This design comes from an exercise in tuning for small area, a short achievable clock period and few clock cycles per item on the open sky130 flow, not from production work.
Function was checked by simulation only, so behaviour that the tests miss may differ from the original.

==> flow/design.v (outline; a module is shown in full before it is edited, if it fits) <==
// module hsbrgb_s1: 91 lines
// module hsbrgb_s2: 289 lines
// module hsbrgb_s3: 360 lines
// module hsb_to_rgb_converter: 123 lines
module hsb_to_rgb_converter
(
    input  logic               clk,
    input  logic               rst_n,
    input  logic               in_valid,
    output logic               in_ready,
    input  logic [HUE_W-1:0]   hue_degrees,
    input  logic [PCT_W-1:0]   saturation_pct,
    input  logic [PCT_W-1:0]   brightness_pct,
    output logic               out_valid,
    input  logic               out_ready,
    output logic [LEVEL_W-1:0] red_level,
    output logic [LEVEL_W-1:0] green_level,
    output logic [LEVEL_W-1:0] blue_level
);
  // ...
==> flow/run.sh <==
#!/bin/bash
# synth_recipe.tcl (not shown) runs the flow's synth.tcl, then flattens the netlist and writes it again
# the make line also repeats each setting of config.mk as NAME=value (left out here)
make -C /OpenROAD-flow-scripts/flow DESIGN_CONFIG=/design/flow/config.mk WORK_HOME=/design/flow/orfs CLKGATE_MAP_FILE= SYNTH_SCRIPT=/design/flow/synth_recipe.tcl finish
==> flow/config.mk <==
export PLATFORM = sky130hd
export DESIGN_NAME = hsb_to_rgb_converter
export DESIGN_NICKNAME = hsb_to_rgb_converter
export VERILOG_FILES = /design/flow/design.v
export SDC_FILE = /design/flow/constraint.sdc
export NUM_CORES = 4
export LEC_CHECK = 0
export ABC_CLOCK_PERIOD_IN_PS = 3000
export CAP_MARGIN = 20
export CORE_MARGIN = 2
export CORE_UTILIZATION = 60
export SETUP_SLACK_MARGIN = 5
export SLEW_MARGIN = 20
==> flow/constraint.sdc <==
create_clock -name core_clock -period 10.0 [get_ports {clk}]
set_input_delay 2.0000 -clock core_clock [delete_from_list [all_inputs] [get_ports {clk}]]
set_output_delay 2.0000 -clock core_clock [all_outputs]
set_load 0.01 [all_outputs]
==> out/results.ini, run 1 <==
[outcome]
outcome=timing/DRC/antenna clean

[timing]
min_period_over_period_pct=51.47
setup_tns_ns=0
clock.fmax_mhz=194.3

[yosys]
synth_fp_nets=2170
synth_edf_count=145
yosysMostFrequentCell=inv_1
synthCells=1706
synthTopCellsByArea=fa_1, edfxtp_1, ha_1
synth_compound_area_share_pct=8.622
avgSynthCellArea_um2=10.25

[die]
ioPinCount=53

[clock_network]
htreeDepth=4
cts_max_path_buffers=2
ctsResizeCount=53

[critical_path]
end_kind=flip-flop
path_depth=18
path_max_fanout=6
cp.buffers_inverters=4
cp-endpoint=blue_level[6]
r2r_cells=18

[layout]
drive_above_1_share_pct=13.35
final_cells=2227
largest_class=multi-input gates
multi_input_area_mm2=0.01183
buffer_area_share_pct=5.933

[route]
top_layer=met4
drt-wirelength-per-cell_um=18.02
drcViolationCount=0
wl_met1_um=17990

[placed_design]
place_inst=2118

[min_path]
hold_start=sec2_reg[2]

Testbench counts, summed over its fixed seeds: cycles 24,024, items 24,000.
==> inputs of run 2 (changes only) <==
--- a/flow/config.mk
+++ b/flow/config.mk
@@ -6,8 +6,6 @@
 export NUM_CORES = 4
 export LEC_CHECK = 0
-export ABC_CLOCK_PERIOD_IN_PS = 3000
 export CAP_MARGIN = 20
 export CORE_MARGIN = 2
-export CORE_UTILIZATION = 60
-export SETUP_SLACK_MARGIN = 5
+export CORE_UTILIZATION = 40
 export SLEW_MARGIN = 20
==> run 2 against run 1 <==
Net effect: hold slack worse by 0.0020 ns; sequential cell count is the same; largest cell class unchanged; sequential share of layout area is 1.1 points higher; synthesized cell count unchanged; wire length is 5.6% lower; global-route usage is 10 points lower; maximum frequency is 9.5% lower; critical path type unchanged; still clean; non-clock buffer count decreased by 77; cell count grew 5.6%.
==> out/results.ini, run 2 <==
[outcome]
outcome=timing/DRC/antenna clean

[yosys]
synthTopCellsByCount=inv_1, fa_1, ha_1
synth_async_sr_flop_share_pct=3.333
synthTopCellsByArea=fa_1, edfxtp_1, ha_1
yosys_register_bits=150
ys_warn_count=3
synth_area_leader_cell=fa_1
synth_top_area_share_pct=25.64
yosysMostFrequentCell=inv_1
avgSynthCellArea_um2=10.25  ; unchanged
syn_area_mm2=0.01749
synth-main-ff-cell=edfxtp_1
synth_cell_types=72
synth_edf_count=145  ; unchanged
synthCells=1706  ; unchanged
synth_fp_nets=2170  ; unchanged
synth_seq_area_share_pct=25.62

[die]
dieHeight_um=213.1
die_x_um=213.1
initial_utilization_pct=40.59
core_mm2=0.04308
ioPinCount=53  ; unchanged
rows=76
die_area_mm2=0.04541

[critical_path]
cpMostUsedCell=inv_1
r2r_end=bs_reg[13]
path_max_fanout=8  ; +2
crit_path_cell_trace=inv_1 -> ha_1 -> nor4b_1 -> nor3_1 -> o21ai_1 -> nand3_1 -> inv_1 -> o21ai_0 -> fa_1 -> fa_1 -> fa_1 -> inv_1 -> ha_1 -> inv_1 -> o21bai_1 -> a21oi_1 -> o21bai_1 -> a21oi_1 -> o21bai_1 -> a2111oi_0 -> nor3_1
worstPathArrival_ns=5.88
reg2reg_from=s1_reg[18]
startpoint_type=flip-flop
cp_data_required_time_ns=10.20
r2r_cells=21  ; +3
worst-setup-path-type=reg -> reg
crit_slowest_cell=o21ai_1
max_stage_delay_ns=0.52
cp-endpoint=bs_reg[13]
end_kind=flip-flop
crit_start=s1_reg[18]
r2r_slack_ns=4.32

[min_path]
min_path_type=reg -> reg
hold_start=sec2_reg[2]

[clock_network]
htreeDepth=4  ; unchanged
clk_root_buffer_cell=clkbuf_16
cts_inserted_buffers=17
cts_max_path_buffers=2  ; unchanged
clk_pin_slew_worst_paths_ns=0.07
numClockSinks=150
cts_tree=done
cts_setup_buffers=0
clock_latency_ns=0.45
ctsResizeCount=0  ; -100%
ctsHoldBuffers=0

[layout]
diodes=0
final_common_cell=inv_1
synthToLayoutAreaGrowth_pct=10.17
finish.net_count=2217
drive_above_1_share_pct=4.587  ; -8.8 points
fin_util_pct=44.72
final_cell_mix=inv_1, fa_1, ha_1

[timing]
skew_ns=0.01009
setup_tns_ns=0  ; unchanged
clock.fmax_mhz=175.9  ; -9.5%
min_period_over_period_pct=56.84  ; +5.4 points
relSlewSlack_pct=29.96
hold_viol=0
drv_slew=0
setup_viol=0
setup_ws_ns=4.316
rsz0062_at_grt=no
period_needed_ns=5.684
worstMarginPinSlew_ns=1.051

[global_route]
grt_overflow=0
grt_max_degree=70
antenna_found_initial=0
grt_pass1_vias=12619
grt_pass1_wl_um=63280
grt_use_total_pct=17.87

[route]
drt-wirelength-per-cell_um=16.12  ; -11%
wirelength_um=37900
drcViolationCount=0  ; unchanged
first_iter_violations=445
viasPerCell=4.949
first_pass_iters=5
dr_total_vias=11636
ant_nets=0

[placed_design]
dp_slack_ns=4.285
io_buffers=52
place.gp.congestion=0.9098
hpwlAfterDp_um=31020

[run]
maxCapViolCount=0

==> run 2: cell counts after synthesis <==
Identical to the previous run, type by type.
==> run 2: cell type report <==
type,count,area (um2)
Fill cell,4084,23810
Multi-Input combinational cell,1112,11350
Sequential cell,150,4479
Inverter,415,1558
Tap cell,585,732.0
Timing Repair Buffer,57,558.0
Clock buffer,17,425.4
Clock inverter,15,160.2
==> run 2: kinds of logic (layout without fill, tap and decap cells) <==
logic type	Yosys count	in the layout	share of synthesized area, %
XOR/XNOR	72	72	3.649
adder cells (fa/ha/maj)	437	437	40.88
AO/OA/AOI/OAI	228	228	8.622
flip-flops	150	150	25.62
buffers and inverters	444	504	9.538
multiplexers	37	37	2.390
AND/OR/NAND/NOR	338	338	9.302
==> run 2: metal layers <==
layer | wire [um] | GRT usage (%) | up-vias
li1 | - | - | 5597
met1 | 17100 | 22.67 | 5793
met2 | 18590 | 31.26 | 201
met3 | 1618 | 3.501 | 45
met4 | 591 | 4.437 | 0
met5 | 0 | 0 | -
==> run 2: worst min-delay path by stage <==
stage | cells after the start | to | slack, ns
global placement | 0 | sec3_reg[1] | 0.40
detailed placement | 0 | sec3_reg[1] | 0.41
finish | 0 | sec3_reg[2] | 0.42
CTS | 0 | sec3_reg[2] | 0.42
floorplan | 0 | sec3_reg[0] | 0.40
global route | 0 | sec3_reg[1] | 0.44
==> run 2: worst max-delay path, delay by kind of cell (launching register included) <==
family	cells	cell delay, ns
fa+ha+maj	5	1.96
flops	1	0.50
compound gates	8	1.80
buf+inv	4	0.47
simple gates	4	0.69
==> run 2: per-stage QoR <==
step	cell area, um2	hold slack, ns	std cells
5_1_grt	19260	0.4359	2351
4_1_cts	19260	0.4231	2351
6_report	19260	0.4212	2351
3_3_place_gp	18680	0.4038	2319
2_1_floorplan	17490	0.4003	1706
3_5_place_dp	18680	0.4110	2319

[static timing again, ports no longer ideal]
The results above use ideal ports. As a check the final layouts listed here were re-extracted and re-timed, cells and wires unchanged.
Step 1: set_driving_cell puts a clkbuf_16 on clk and a buf_2 on each other input, an assumption about the parent block.
Step 2 times the ports against the registers' clock, not the clock port: input delays grow and output delays shrink by t, the midpoint of the rising clock arrivals with the driver on.
Slacks: no drivers / after step 1 / after step 2; pairs: no drivers / after step 1.
run | t (ns) | setup slack, ns | worst setup path at the end | latest minus earliest clock arrival (ns) | worst register clock-pin slew, ns
run 1 | 0.483 | 4.853 / 4.853 / 4.853 | register to register | 0.014 / 0.014 | 0.07 / 0.07
run 2 | 0.500 | 4.316 / 4.316 / 4.316 | register to register | 0.010 / 0.010 | 0.07 / 0.07
After both steps setup and hold are still met in every run listed.
